This is an optimization exercise on Yosys and OpenROAD, whose aim is small area, a short achievable clock period and few clock cycles per item, not a production implementation. Function not checked in this run: the RTL went through the layout flow alone.

[flow/config.mk]
export PLATFORM = sky130hd
export DESIGN_NAME = sparse_top
export DESIGN_NICKNAME = sparse_top
export VERILOG_FILES = /design/flow/design.v
export SDC_FILE = /design/flow/constraint.sdc
export NUM_CORES = 4
export LEC_CHECK = 0
export CAP_MARGIN = 20
export CORE_MARGIN = 2
export CORE_UTILIZATION = 40
export SETUP_SLACK_MARGIN = 2.5
export SLEW_MARGIN = 20
[flow/constraint.sdc]
create_clock -name core_clock -period 7.0 [get_ports {clk}]
set_input_delay 1.4000 -clock core_clock [delete_from_list [all_inputs] [get_ports {clk}]]
set_output_delay 1.4000 -clock core_clock [all_outputs]
set_load 0.01 [all_outputs]
[flow/design.v]
`timescale 1ns/1ns
package sparse_cfg_pkg;
  localparam int LANES_DEF = 4;
  localparam int DATA_W_DEF = 8;
  localparam int ACC_W_DEF = 24;
  localparam int SHIFT_DEF = 4;
endpackage
`timescale 1ns/1ns
package ctrl_pkg;
  typedef enum logic [1:0] {
    IDLE  = 2'd0,
    ACCUM = 2'd1,
    DRAIN = 2'd2,
    HOLD  = 2'd3
  } ctrl_state_e;
  typedef enum logic [1:0] {
    MAC_HOLD  = 2'd0,
    MAC_START = 2'd1,
    MAC_ACC   = 2'd2,
    MAC_LAST  = 2'd3
  } mac_op_e;
endpackage
`timescale 1ns/1ns
module sparse_decoder #(
  parameter int LANES  = 4,
  parameter int DATA_W = 8
) (
  input  logic [LANES*DATA_W-1:0] act_packed,
  input  logic [LANES-1:0]        act_mask,
  output logic [LANES*DATA_W-1:0] lanes_d
);
  always_comb begin
    int idx;
    idx = 0;
    for (int i = 0; i < LANES; i++) begin
      lanes_d[i*DATA_W +: DATA_W] = '0;
      if (act_mask[i]) begin
        lanes_d[i*DATA_W +: DATA_W] = act_packed[idx*DATA_W +: DATA_W];
        idx = idx + 1;
      end
    end
  end
endmodule
`timescale 1ns/1ns
module mac_lanes #(
  parameter int LANES  = 4,
  parameter int DATA_W = 8,
  parameter int ACC_W  = 24
) (
  input  logic                    clk,
  input  logic [LANES*DATA_W-1:0] lanes_d,
  input  logic                    accept,
  input  logic                    weight_load,
  input  logic [LANES*DATA_W-1:0] weight_word,
  input  logic                    acc_en,
  input  logic                    acc_clr,
  output logic [LANES*ACC_W-1:0]  acc_lanes
);
  logic [LANES*DATA_W-1:0] weight_q;
  logic [LANES*DATA_W-1:0] act_q;
  logic [ACC_W-1:0]        acc_q   [LANES];
  logic [ACC_W-1:0]        acc_sum [LANES];
  for (genvar i = 0; i < LANES; i++) begin : g_lane
    mac_tree tree (
      .a(act_q[i*DATA_W +: DATA_W]), .w(weight_q[i*DATA_W +: DATA_W]), .en(acc_en),
      .acc_in(acc_clr ? '0 : acc_q[i]), .sum(acc_sum[i])
    );
    assign acc_lanes[i*ACC_W +: ACC_W] = acc_q[i];
  end
  always_ff @(posedge clk) begin
    if (weight_load) begin
      weight_q <= weight_word;
    end
    if (accept) begin
      act_q <= lanes_d;
    end
    for (int i = 0; i < LANES; i++) begin
      acc_q[i] <= acc_sum[i];
    end
  end
endmodule
module mac_tree (
  input  logic [7:0]  a,
  input  logic [7:0]  w,
  input  logic        en,
  input  logic [23:0] acc_in,
  output logic [23:0] sum
);
  logic pp0_0;
  logic pp0_1;
  logic pp0_2;
  logic pp0_3;
  logic pp0_4;
  logic pp0_5;
  logic pp0_6;
  logic pp0_7;
  logic pp1_0;
  logic pp1_1;
  logic pp1_2;
  logic pp1_3;
  logic pp1_4;
  logic pp1_5;
  logic pp1_6;
  logic pp1_7;
  logic pp2_0;
  logic pp2_1;
  logic pp2_2;
  logic pp2_3;
  logic pp2_4;
  logic pp2_5;
  logic pp2_6;
  logic pp2_7;
  logic pp3_0;
  logic pp3_1;
  logic pp3_2;
  logic pp3_3;
  logic pp3_4;
  logic pp3_5;
  logic pp3_6;
  logic pp3_7;
  logic pp4_0;
  logic pp4_1;
  logic pp4_2;
  logic pp4_3;
  logic pp4_4;
  logic pp4_5;
  logic pp4_6;
  logic pp4_7;
  logic pp5_0;
  logic pp5_1;
  logic pp5_2;
  logic pp5_3;
  logic pp5_4;
  logic pp5_5;
  logic pp5_6;
  logic pp5_7;
  logic pp6_0;
  logic pp6_1;
  logic pp6_2;
  logic pp6_3;
  logic pp6_4;
  logic pp6_5;
  logic pp6_6;
  logic pp6_7;
  logic pp7_0;
  logic pp7_1;
  logic pp7_2;
  logic pp7_3;
  logic pp7_4;
  logic pp7_5;
  logic pp7_6;
  logic pp7_7;
  logic nacc7;
  logic s1;
  logic c2;
  logic s3;
  logic c4;
  logic s5;
  logic c6;
  logic s7;
  logic c8;
  logic s9;
  logic c10;
  logic s11;
  logic c12;
  logic s13;
  logic c14;
  logic s15;
  logic c16;
  logic s17;
  logic c18;
  logic s19;
  logic c20;
  logic s21;
  logic c22;
  logic s23;
  logic c24;
  logic s25;
  logic c26;
  logic s27;
  logic c28;
  logic s29;
  logic c30;
  logic s31;
  logic c32;
  logic s33;
  logic c34;
  logic s35;
  logic c36;
  logic s37;
  logic c38;
  logic s39;
  logic c40;
  logic s41;
  logic c42;
  logic s43;
  logic c44;
  logic s45;
  logic c46;
  logic s47;
  logic c48;
  logic s49;
  logic c50;
  logic s51;
  logic c52;
  logic s53;
  logic c54;
  logic s55;
  logic c56;
  logic s57;
  logic c58;
  logic s59;
  logic c60;
  logic s61;
  logic c62;
  logic s63;
  logic c64;
  logic s65;
  logic c66;
  logic s67;
  logic c68;
  logic s69;
  logic c70;
  logic s71;
  logic c72;
  logic s73;
  logic c74;
  logic s75;
  logic c76;
  logic s77;
  logic c78;
  logic s79;
  logic c80;
  logic s81;
  logic c82;
  logic s83;
  logic c84;
  logic s85;
  logic c86;
  logic s87;
  logic c88;
  logic s89;
  logic c90;
  logic s91;
  logic c92;
  logic s93;
  logic c94;
  logic s95;
  logic c96;
  logic s97;
  logic c98;
  logic s99;
  logic c100;
  logic s101;
  logic c102;
  logic s103;
  logic c104;
  logic s105;
  logic c106;
  logic s107;
  logic c108;
  logic s109;
  logic c110;
  logic s111;
  logic c112;
  logic s113;
  logic c114;
  logic s115;
  logic c116;
  logic s117;
  logic c118;
  logic s119;
  logic c120;
  logic s121;
  logic c122;
  logic s123;
  logic c124;
  logic s125;
  logic c126;
  logic s127;
  logic c128;
  logic s129;
  logic c130;
  logic [23:0] row_a, row_b;
  assign pp0_0 = a[0] & w[0] & en;
  assign pp0_1 = a[1] & w[0] & en;
  assign pp0_2 = a[2] & w[0] & en;
  assign pp0_3 = a[3] & w[0] & en;
  assign pp0_4 = a[4] & w[0] & en;
  assign pp0_5 = a[5] & w[0] & en;
  assign pp0_6 = a[6] & w[0] & en;
  assign pp0_7 = a[7] & w[0] & en;
  assign pp1_0 = a[0] & w[1] & en;
  assign pp1_1 = a[1] & w[1] & en;
  assign pp1_2 = a[2] & w[1] & en;
  assign pp1_3 = a[3] & w[1] & en;
  assign pp1_4 = a[4] & w[1] & en;
  assign pp1_5 = a[5] & w[1] & en;
  assign pp1_6 = a[6] & w[1] & en;
  assign pp1_7 = a[7] & w[1] & en;
  assign pp2_0 = a[0] & w[2] & en;
  assign pp2_1 = a[1] & w[2] & en;
  assign pp2_2 = a[2] & w[2] & en;
  assign pp2_3 = a[3] & w[2] & en;
  assign pp2_4 = a[4] & w[2] & en;
  assign pp2_5 = a[5] & w[2] & en;
  assign pp2_6 = a[6] & w[2] & en;
  assign pp2_7 = a[7] & w[2] & en;
  assign pp3_0 = a[0] & w[3] & en;
  assign pp3_1 = a[1] & w[3] & en;
  assign pp3_2 = a[2] & w[3] & en;
  assign pp3_3 = a[3] & w[3] & en;
  assign pp3_4 = a[4] & w[3] & en;
  assign pp3_5 = a[5] & w[3] & en;
  assign pp3_6 = a[6] & w[3] & en;
  assign pp3_7 = a[7] & w[3] & en;
  assign pp4_0 = a[0] & w[4] & en;
  assign pp4_1 = a[1] & w[4] & en;
  assign pp4_2 = a[2] & w[4] & en;
  assign pp4_3 = a[3] & w[4] & en;
  assign pp4_4 = a[4] & w[4] & en;
  assign pp4_5 = a[5] & w[4] & en;
  assign pp4_6 = a[6] & w[4] & en;
  assign pp4_7 = a[7] & w[4] & en;
  assign pp5_0 = a[0] & w[5] & en;
  assign pp5_1 = a[1] & w[5] & en;
  assign pp5_2 = a[2] & w[5] & en;
  assign pp5_3 = a[3] & w[5] & en;
  assign pp5_4 = a[4] & w[5] & en;
  assign pp5_5 = a[5] & w[5] & en;
  assign pp5_6 = a[6] & w[5] & en;
  assign pp5_7 = a[7] & w[5] & en;
  assign pp6_0 = a[0] & w[6] & en;
  assign pp6_1 = a[1] & w[6] & en;
  assign pp6_2 = a[2] & w[6] & en;
  assign pp6_3 = a[3] & w[6] & en;
  assign pp6_4 = a[4] & w[6] & en;
  assign pp6_5 = a[5] & w[6] & en;
  assign pp6_6 = a[6] & w[6] & en;
  assign pp6_7 = a[7] & w[6] & en;
  assign pp7_0 = ~(a[0] & w[7] & en);
  assign pp7_1 = ~(a[1] & w[7] & en);
  assign pp7_2 = ~(a[2] & w[7] & en);
  assign pp7_3 = ~(a[3] & w[7] & en);
  assign pp7_4 = ~(a[4] & w[7] & en);
  assign pp7_5 = ~(a[5] & w[7] & en);
  assign pp7_6 = ~(a[6] & w[7] & en);
  assign pp7_7 = ~(a[7] & w[7] & en);
  assign nacc7 = ~acc_in[7];
  assign s1 = acc_in[5] ^ pp0_5;
  assign c2 = acc_in[5] & pp0_5;
  assign s3 = acc_in[6] ^ pp0_6 ^ pp1_5;
  assign c4 = (acc_in[6] & pp0_6) | (acc_in[6] & pp1_5) | (pp0_6 & pp1_5);
  assign s5 = pp2_4 ^ pp3_3;
  assign c6 = pp2_4 & pp3_3;
  assign s7 = pp0_7 ^ pp1_6 ^ pp2_5;
  assign c8 = (pp0_7 & pp1_6) | (pp0_7 & pp2_5) | (pp1_6 & pp2_5);
  assign s9 = pp3_4 ^ pp4_3 ^ pp5_2;
  assign c10 = (pp3_4 & pp4_3) | (pp3_4 & pp5_2) | (pp4_3 & pp5_2);
  assign s11 = pp6_1 ^ pp7_0;
  assign c12 = pp6_1 & pp7_0;
  assign s13 = acc_in[8] ^ pp1_7 ^ pp2_6;
  assign c14 = (acc_in[8] & pp1_7) | (acc_in[8] & pp2_6) | (pp1_7 & pp2_6);
  assign s15 = pp3_5 ^ pp4_4 ^ pp5_3;
  assign c16 = (pp3_5 & pp4_4) | (pp3_5 & pp5_3) | (pp4_4 & pp5_3);
  assign s17 = pp6_2 ^ pp7_1 ^ acc_in[7];
  assign c18 = (pp6_2 & pp7_1) | (pp6_2 & acc_in[7]) | (pp7_1 & acc_in[7]);
  assign s19 = acc_in[9] ^ pp2_7 ^ pp3_6;
  assign c20 = (acc_in[9] & pp2_7) | (acc_in[9] & pp3_6) | (pp2_7 & pp3_6);
  assign s21 = pp4_5 ^ pp5_4 ^ pp6_3;
  assign c22 = (pp4_5 & pp5_4) | (pp4_5 & pp6_3) | (pp5_4 & pp6_3);
  assign s23 = acc_in[10] ^ pp3_7 ^ pp4_6;
  assign c24 = (acc_in[10] & pp3_7) | (acc_in[10] & pp4_6) | (pp3_7 & pp4_6);
  assign s25 = acc_in[3] ^ pp0_3;
  assign c26 = acc_in[3] & pp0_3;
  assign s27 = acc_in[4] ^ pp0_4 ^ pp1_3;
  assign c28 = (acc_in[4] & pp0_4) | (acc_in[4] & pp1_3) | (pp0_4 & pp1_3);
  assign s29 = pp2_2 ^ pp3_1;
  assign c30 = pp2_2 & pp3_1;
  assign s31 = pp1_4 ^ pp2_3 ^ pp3_2;
  assign c32 = (pp1_4 & pp2_3) | (pp1_4 & pp3_2) | (pp2_3 & pp3_2);
  assign s33 = pp4_1 ^ pp5_0 ^ s1;
  assign c34 = (pp4_1 & pp5_0) | (pp4_1 & s1) | (pp5_0 & s1);
  assign s35 = pp4_2 ^ pp5_1 ^ pp6_0;
  assign c36 = (pp4_2 & pp5_1) | (pp4_2 & pp6_0) | (pp5_1 & pp6_0);
  assign s37 = c2 ^ s3 ^ s5;
  assign c38 = (c2 & s3) | (c2 & s5) | (s3 & s5);
  assign s39 = nacc7 ^ c4 ^ c6;
  assign c40 = (nacc7 & c4) | (nacc7 & c6) | (c4 & c6);
  assign s41 = s7 ^ s9 ^ s11;
  assign c42 = (s7 & s9) | (s7 & s11) | (s9 & s11);
  assign s43 = c8 ^ c10 ^ c12;
  assign c44 = (c8 & c10) | (c8 & c12) | (c10 & c12);
  assign s45 = s13 ^ s15 ^ s17;
  assign c46 = (s13 & s15) | (s13 & s17) | (s15 & s17);
  assign s47 = pp7_2 ^ c14 ^ c16;
  assign c48 = (pp7_2 & c14) | (pp7_2 & c16) | (c14 & c16);
  assign s49 = c18 ^ s19 ^ s21;
  assign c50 = (c18 & s19) | (c18 & s21) | (s19 & s21);
  assign s51 = pp5_5 ^ pp6_4 ^ pp7_3;
  assign c52 = (pp5_5 & pp6_4) | (pp5_5 & pp7_3) | (pp6_4 & pp7_3);
  assign s53 = c20 ^ c22 ^ s23;
  assign c54 = (c20 & c22) | (c20 & s23) | (c22 & s23);
  assign s55 = acc_in[11] ^ pp4_7 ^ pp5_6;
  assign c56 = (acc_in[11] & pp4_7) | (acc_in[11] & pp5_6) | (pp4_7 & pp5_6);
  assign s57 = pp6_5 ^ pp7_4 ^ c24;
  assign c58 = (pp6_5 & pp7_4) | (pp6_5 & c24) | (pp7_4 & c24);
  assign s59 = acc_in[12] ^ pp5_7 ^ pp6_6;
  assign c60 = (acc_in[12] & pp5_7) | (acc_in[12] & pp6_6) | (pp5_7 & pp6_6);
  assign s61 = acc_in[2] ^ pp0_2;
  assign c62 = acc_in[2] & pp0_2;
  assign s63 = pp1_2 ^ pp2_1 ^ pp3_0;
  assign c64 = (pp1_2 & pp2_1) | (pp1_2 & pp3_0) | (pp2_1 & pp3_0);
  assign s65 = pp4_0 ^ c26 ^ s27;
  assign c66 = (pp4_0 & c26) | (pp4_0 & s27) | (c26 & s27);
  assign s67 = c28 ^ c30 ^ s31;
  assign c68 = (c28 & c30) | (c28 & s31) | (c30 & s31);
  assign s69 = c32 ^ c34 ^ s35;
  assign c70 = (c32 & c34) | (c32 & s35) | (c34 & s35);
  assign s71 = c36 ^ c38 ^ s39;
  assign c72 = (c36 & c38) | (c36 & s39) | (c38 & s39);
  assign s73 = c40 ^ c42 ^ s43;
  assign c74 = (c40 & c42) | (c40 & s43) | (c42 & s43);
  assign s75 = c44 ^ c46 ^ s47;
  assign c76 = (c44 & c46) | (c44 & s47) | (c46 & s47);
  assign s77 = c48 ^ c50 ^ s51;
  assign c78 = (c48 & c50) | (c48 & s51) | (c50 & s51);
  assign s79 = c52 ^ c54 ^ s55;
  assign c80 = (c52 & c54) | (c52 & s55) | (c54 & s55);
  assign s81 = pp7_5 ^ c56 ^ c58;
  assign c82 = (pp7_5 & c56) | (pp7_5 & c58) | (c56 & c58);
  assign s83 = acc_in[13] ^ pp6_7 ^ pp7_6;
  assign c84 = (acc_in[13] & pp6_7) | (acc_in[13] & pp7_6) | (pp6_7 & pp7_6);
  assign s85 = acc_in[1] ^ pp0_1;
  assign c86 = acc_in[1] & pp0_1;
  assign s87 = pp1_1 ^ pp2_0 ^ s61;
  assign c88 = (pp1_1 & pp2_0) | (pp1_1 & s61) | (pp2_0 & s61);
  assign s89 = s25 ^ c62 ^ s63;
  assign c90 = (s25 & c62) | (s25 & s63) | (c62 & s63);
  assign s91 = s29 ^ c64 ^ s65;
  assign c92 = (s29 & c64) | (s29 & s65) | (c64 & s65);
  assign s93 = s33 ^ c66 ^ s67;
  assign c94 = (s33 & c66) | (s33 & s67) | (c66 & s67);
  assign s95 = s37 ^ c68 ^ s69;
  assign c96 = (s37 & c68) | (s37 & s69) | (c68 & s69);
  assign s97 = s41 ^ c70 ^ s71;
  assign c98 = (s41 & c70) | (s41 & s71) | (c70 & s71);
  assign s99 = s45 ^ c72 ^ s73;
  assign c100 = (s45 & c72) | (s45 & s73) | (c72 & s73);
  assign s101 = s49 ^ c74 ^ s75;
  assign c102 = (s49 & c74) | (s49 & s75) | (c74 & s75);
  assign s103 = s53 ^ c76 ^ s77;
  assign c104 = (s53 & c76) | (s53 & s77) | (c76 & s77);
  assign s105 = s57 ^ c78 ^ s79;
  assign c106 = (s57 & c78) | (s57 & s79) | (c78 & s79);
  assign s107 = s59 ^ c80 ^ s81;
  assign c108 = (s59 & c80) | (s59 & s81) | (c80 & s81);
  assign s109 = c60 ^ c82 ^ s83;
  assign c110 = (c60 & c82) | (c60 & s83) | (c82 & s83);
  assign s111 = acc_in[14] ^ pp7_7 ^ c84;
  assign c112 = (acc_in[14] & pp7_7) | (acc_in[14] & c84) | (pp7_7 & c84);
  assign s113 = 1'b1 ^ acc_in[15];
  assign c114 = 1'b1 & acc_in[15];
  assign s115 = 1'b1 ^ acc_in[16];
  assign c116 = 1'b1 & acc_in[16];
  assign s117 = 1'b1 ^ acc_in[17];
  assign c118 = 1'b1 & acc_in[17];
  assign s119 = 1'b1 ^ acc_in[18];
  assign c120 = 1'b1 & acc_in[18];
  assign s121 = 1'b1 ^ acc_in[19];
  assign c122 = 1'b1 & acc_in[19];
  assign s123 = 1'b1 ^ acc_in[20];
  assign c124 = 1'b1 & acc_in[20];
  assign s125 = 1'b1 ^ acc_in[21];
  assign c126 = 1'b1 & acc_in[21];
  assign s127 = 1'b1 ^ acc_in[22];
  assign c128 = 1'b1 & acc_in[22];
  assign s129 = 1'b1 ^ acc_in[23];
  assign c130 = 1'b1 & acc_in[23];
  assign row_a = {c128, c126, c124, c122, c120, c118, c116, c114, c112, c110, c108, c106, c104, c102, c100, c98, c96, c94, c92, c90, c88, c86, pp1_0, acc_in[0]};
  assign row_b = {s129, s127, s125, s123, s121, s119, s117, s115, s113, s111, s109, s107, s105, s103, s101, s99, s97, s95, s93, s91, s89, s87, s85, pp0_0};
  assign sum = row_a + row_b;
endmodule
`timescale 1ns/1ns
module result_encoder #(
  parameter int LANES     = 4,
  parameter int DATA_W    = 8,
  parameter int ACC_W     = 24,
  parameter int OUT_SHIFT = 4
) (
  input  logic                    clk,
  input  logic [LANES*ACC_W-1:0]  acc_lanes,
  input  logic                    out_load,
  output logic [LANES*DATA_W-1:0] out_packed,
  output logic [LANES-1:0]        out_mask
);
  localparam logic signed [ACC_W-1:0] Q_MAX = ACC_W'((1 << DATA_W) - 1);
  logic [LANES*DATA_W-1:0] packed_d;
  logic [LANES-1:0]        mask_d;
  always_comb begin
    logic signed [ACC_W-1:0] shifted;
    logic [DATA_W-1:0]       q;
    int                      idx;
    idx      = 0;
    packed_d = '0;
    for (int i = 0; i < LANES; i++) begin
      shifted = $signed(acc_lanes[i*ACC_W +: ACC_W]) >>> OUT_SHIFT;
      if (shifted < 0) begin
        q = '0;
      end else if (shifted > Q_MAX) begin
        q = '1;
      end else begin
        q = shifted[DATA_W-1:0];
      end
      mask_d[i] = |q;
      if (|q) begin
        packed_d[idx*DATA_W +: DATA_W] = q;
        idx = idx + 1;
      end
    end
  end
  always_ff @(posedge clk) begin
    if (out_load) begin
      out_packed <= packed_d;
      out_mask   <= mask_d;
    end
  end
endmodule
`timescale 1ns/1ns
module flow_controller (
  input  logic clk,
  input  logic rst_n,
  input  logic weights_valid,
  output logic weights_ready,
  input  logic act_valid,
  input  logic act_last,
  output logic act_ready,
  output logic out_valid,
  input  logic out_ready,
  output logic accept,       
  output logic weight_load,
  output logic acc_en,       
  output logic acc_clr,      
  output logic out_load      
);
  logic in_group;
  logic v0, last0, first0;
  logic pend;
  logic stall;
  logic v0_n, pend_n, out_valid_n, in_group_n, act_ready_n, first0_n, acc_en_n;
  assign accept      = act_valid && act_ready;
  assign weight_load = weights_valid && weights_ready;
  assign stall    = pend && out_valid;
  assign out_load = pend && !stall;
  always_comb begin
    in_group_n  = accept ? !act_last : in_group;
    v0_n        = accept || (v0 && stall);
    pend_n      = stall ? pend : (v0 && last0);
    out_valid_n = out_load || (out_valid && !out_ready);
    act_ready_n = !(v0_n && pend_n && out_valid_n);
    first0_n    = accept ? !in_group : first0;
    acc_en_n    = v0_n && !(pend_n && out_valid_n);
  end
  always_ff @(posedge clk or negedge rst_n) begin
    if (!rst_n) begin
      in_group      <= 1'b0;
      v0            <= 1'b0;
      pend          <= 1'b0;
      out_valid     <= 1'b0;
      act_ready     <= 1'b0;
      weights_ready <= 1'b0;
      acc_en        <= 1'b0;
      acc_clr       <= 1'b0;
    end else begin
      in_group      <= in_group_n;
      v0            <= v0_n;
      pend          <= pend_n;
      out_valid     <= out_valid_n;
      act_ready     <= act_ready_n;
      weights_ready <= act_ready_n && !in_group_n;
      acc_en        <= acc_en_n;
      acc_clr       <= acc_en_n && first0_n;
    end
  end
  always_ff @(posedge clk) begin
    if (accept) begin
      last0  <= act_last;
      first0 <= !in_group;
    end
  end
endmodule
`timescale 1ns/1ns
module sparse_top #(
  parameter int LANES     = sparse_cfg_pkg::LANES_DEF,
  parameter int DATA_W    = sparse_cfg_pkg::DATA_W_DEF,
  parameter int ACC_W     = sparse_cfg_pkg::ACC_W_DEF,
  parameter int OUT_SHIFT = sparse_cfg_pkg::SHIFT_DEF
) (
  input  logic                    clk,
  input  logic                    rst_n,
  input  logic [LANES*DATA_W-1:0] weights_in,
  input  logic                    weights_valid,
  output logic                    weights_ready,
  input  logic [LANES*DATA_W-1:0] act_packed,
  input  logic [LANES-1:0]        act_mask,
  input  logic                    act_last,
  input  logic                    act_valid,
  output logic                    act_ready,
  output logic [LANES*DATA_W-1:0] out_packed,
  output logic [LANES-1:0]        out_mask,
  output logic                    out_valid,
  input  logic                    out_ready
);
  logic [LANES*DATA_W-1:0] lanes_d;
  logic [LANES*ACC_W-1:0]  acc_lanes;
  logic accept, weight_load, acc_en, acc_clr, out_load;
  flow_controller controller (
    .clk(clk), .rst_n(rst_n),
    .weights_valid(weights_valid), .weights_ready(weights_ready),
    .act_valid(act_valid), .act_last(act_last), .act_ready(act_ready),
    .out_valid(out_valid), .out_ready(out_ready),
    .accept(accept), .weight_load(weight_load),
    .acc_en(acc_en), .acc_clr(acc_clr), .out_load(out_load)
  );
  sparse_decoder #(.LANES(LANES), .DATA_W(DATA_W)) decoder (
    .act_packed(act_packed), .act_mask(act_mask), .lanes_d(lanes_d)
  );
  mac_lanes #(.LANES(LANES), .DATA_W(DATA_W), .ACC_W(ACC_W)) mac (
    .clk(clk),
    .lanes_d(lanes_d), .accept(accept),
    .weight_load(weight_load), .weight_word(weights_in),
    .acc_en(acc_en), .acc_clr(acc_clr), .acc_lanes(acc_lanes)
  );
  result_encoder #(
    .LANES(LANES), .DATA_W(DATA_W), .ACC_W(ACC_W), .OUT_SHIFT(OUT_SHIFT)
  ) encoder (
    .clk(clk),
    .acc_lanes(acc_lanes), .out_load(out_load),
    .out_packed(out_packed), .out_mask(out_mask)
  );
endmodule
[flow/run.sh]
#!/bin/bash
# synth_recipe.tcl (not shown) runs the flow's synth.tcl, then flattens the netlist and writes it again
# the make line also repeats each setting of config.mk as NAME=value (left out here)
make -C /OpenROAD-flow-scripts/flow DESIGN_CONFIG=/design/flow/config.mk WORK_HOME=/design/flow/orfs CLKGATE_MAP_FILE= SYNTH_SCRIPT=/design/flow/synth_recipe.tcl finish
==> results.py <==
metrics = {
    "status": {
        "outcome": "timing/DRC/antenna clean",
    },
    "synthesis": {
        "yosys.area.top_type": "fa_1",
        "synthArstFlopShare": 0.03883,
        "yosysSeqAreaShare": 0.2786,
        "syn-num-nets": 2298,
        "yosys.cell_types.count": 64,
        "yosysMostFrequentCell": "inv_1",
        "synth_top_area_share": 0.2166,
        "syn_area_um2": 18580,
        "synthTopCellsByArea": "fa_1 (22%), edfxtp_1 (16%), dfxtp_1 (10%)",
        "ys_ff_latch": 206,
        "yosysWarnings": 7,
        "netlist_instances": 1895,
        "synth_ff_type": "edfxtp_1",
        "syn_area_per_cell_um2": 9.803,
        "synth_edf_count": 101,
        "ys_top_cells_by_count": "inv_1 (249), fa_1 (201), and3_1 (145), ha_1 (128), nand3_1 (126)",
    },
    "die": {
        "core_area_um2": 45580,
        "die_w_um": 219.5,
        "rows": 78,
        "dieArea_um2": 48180,
        "initial_core_util": 0.4076,
        "fp.dieH_um": 219.5,
        "pin_count": 113,
    },
    "drt": {
        "wl_per_cell_um": 19.66,
        "drt_pass1_iterations": 5,
        "postRouteAntennaNets": 0,
        "drcViolationCount": 0,
        "vias": 15010,
        "viasPerCell": 5.505,
        "drtIter0Drc": 897,
        "totalWireLength_um": 53610,
    },
    "cells_and_area": {
        "area.growth.synth_to_final_pct": 28.26,
        "n_fill_cell": 4021,
        "nNetsFinal": 2508,
        "final_layout_size_suffix_gt1_frac": 0.1985,
    },
    "clock_tree": {
        "cts_hold_buf": 0,
        "cts_tree": "done",
        "cts_sinks": 206,
        "insertion_delay_ns": 0.59,
        "clk_pin_slew_worst_paths_ns": 0.06,
        "cts_made_buffers": 27,
        "cts_max_level": 1,
        "root_buffer": "clkbuf_16",
        "clockBufferDepth": 3,
    },
    "setup_path": {
        "critPathMaxFanout": 15,
        "crit_type": "flop to flop",
        "r2r_slack_ns": 2.13,
        "path_cells": "buf_12 -> bufbuf_16 -> and3_1 -> fa_1 -> inv_1 -> fa_1 -> fa_2 -> fa_1 -> ha_4 -> a21oi_2 -> a21oi_2 -> nand4_1 -> a21o_1 -> and3_4 -> or3b_4 -> and3_4 -> a311oi_2",
        "crit_required_ns": 7.50,
        "worstSetupEndpointType": "flop",
        "cpMostUsedCell": "fa_1",
        "critPathLaunchType": "flop",
        "cp.arrival_ns": 5.37,
        "max_stage_delay_ns": 0.56,
        "critPathSlowestCell": "fa_2",
    },
    "grt": {
        "grtUsageTotal": 0.2218,
        "grt_pass1_vias": 15380,
        "grt_max_degree": 37,
        "grt_antenna_before_repair": 1,
        "grt_pass1_wl_um": 83630,
        "grt_overflow": 0,
    },
    "sta": {
        "slew_violations": 0,
        "fin_setup_tns_ns": 0,
        "min_period_over_period": 0.6958,
        "max_freq_mhz": 205.3,
        "finalClockSkew_ns": 0.02908,
        "setup_violations": 0,
        "finalHoldViolCount": 0,
        "rsz0062_at_grt": "true",
        "tightest_slew_ns": 1.018,
        "fin_crit_ns": 4.870,
        "maxSlewHeadroom": 0.3212,
    },
    "placement": {
        "port_buffers": 112,
        "dp_hpwl_um": 37970,
        "gp_congestion": 0.8710,
    },
    "job": {
        "maxCapViolCount": 0,
    },
    "worst_hold_path": {
        "hp-class": "flop to flop",
    },
}
layout by cell type (no fill, tap or decap), types with 60 or more instances in the layout:
master             n
and3_1           121
buf_4             67
clkdlybuf4s50_1  112
dfxtp_1           97
edfxtp_1         101
fa_1             171
ha_1              95
inv_1            226
nand2_1           65
nand2b_1          60
nand3_1          103
nor2_1            86
xnor2_1           64
per-layer routing:
layer  global-route usage  part of all wire
met1               0.2989              0.44
met2               0.3644              0.47
met3              0.03037             0.057
met4              0.08153             0.034
met5                    0                 0
worst max-delay path, delay by kind of cell, from the launching register on:
family | cells | cell delay [ns]
adders and majority gates | 5 | 2.21
and+or+nand+nor | 5 | 1.00
AOI/OAI and AO/OA | 4 | 0.58
DFF | 1 | 0.51
buffers and inverters | 3 | 0.49
registers in the layout (all words and copies together), names as in the netlist:
register,count
controller.out_valid,1
encoder.out_packed,32
controller.in_group,1
mac.acc_q,96
controller.last0,1
mac.act_q,32
controller.first0,1
controller.v0,1
controller.acc_en,1
mac.weight_q,32
controller.acc_clr,1
controller.act_ready,1
controller.pend,1
encoder.out_mask,4
controller.weights_ready,1
metrics by stage:
step                      hold WS, ns  worst slack (ns)  utilization  cell area, µm²  cells
after floorplan                0.4222             2.342            -           18810   1895
after global placement         0.4445             1.524       0.4497           20490   2565
after detailed placement       0.4514             1.418       0.4498           20500   2566
after CTS                      0.4642             2.157       0.5076           23140   2703
after global routing           0.5174             2.037       0.5227           23820   2726
final                          0.4590             2.130       0.5228           23830   2727
logic make-up (layout without fill, tap and decap cells):
logic type                 after synthesis  count (layout)  share of synthesized area
adders and majority gates              329             329                     0.3028
muxes                                   25              25                    0.02425
DFF                                    206             206                     0.2786
xor gates and xnor gates                83              83                    0.03913
buffers and inverters                  300             531                    0.06069
AOI/OAI and AO/OA                      294             294                     0.1035
other                                    0               1                          0
and+or+nand+nor                        658             658                     0.1911
layout make-up:
| class | instances | area, µm² | area share |
|---|---|---|---|
| Multi-Input combinational cell | 1389 | 13460 | 0.5648 |
| Sequential cell | 206 | 5182 | 0.2175 |
| Timing Repair Buffer | 231 | 2606 | 0.1094 |
| Inverter | 250 | 938.4 | 0.03939 |
| Tap cell | 600 | 750.7 | 0.03151 |
| Clock buffer | 30 | 686.9 | 0.02883 |
| Clock inverter | 20 | 201.4 | 0.008455 |
| Antenna cell | 1 | 2.502 | 0.0001050 |
worst paths after layout:
| kind | from | endpoint | depth (start not counted) |
|---|---|---|---|
| max in group asynchronous | rst_n | controller.acc_clr | 1 |
| hold reg to reg | controller.first0 | controller.first0 | 2 |
| setup reg to reg | controller.acc_en | mac.acc_q[0][23] | 17 |
| setup / recovery | controller.acc_en | mac.acc_q[0][23] | 17 |
| min in group asynchronous | rst_n | controller.act_ready | 1 |
| hold / removal | controller.first0 | controller.first0 | 2 |
repair_timing:
action / in CTS / in global routing
resized for setup: 185 / 109
hold endpoints to repair: 0 / 0
endpoints found under the setup margin: 61 / 79
buffers inserted: 76 / 19
pin swaps: 130 / 81
gates cloned: 11 / 3

separate check: timing with driven ports:
The flow's constraints put no driver on any port. The routed layout listed below was extracted and timed again, unchanged, in two steps. Step 1 assumes that a clkbuf_16 drives the clock port and a buf_2 every other input. Step 2 adds t to the input delays and takes it off the output delays; t is the mean of the earliest and latest rising clock arrival at the registers after step 1. Input paths then give back, and output paths get back, about the clock's delay inside the block. Slacks: ideal ports / drivers / drivers and shift; pairs: ideal ports / drivers.
t (ns): 0.625
setup WS [ns]: 2.130 / 2.130 / 2.130
hold slack, ns: 0.459 / 0.459 / 0.459
clock arrival spread, ns: 0.029 / 0.030
worst data-port slew with drivers (ns): 0.06
After both steps setup and hold are still met in this run. The setup slack of this run moves by 0.000 ns with the drivers and by 0.000 ns with both steps.
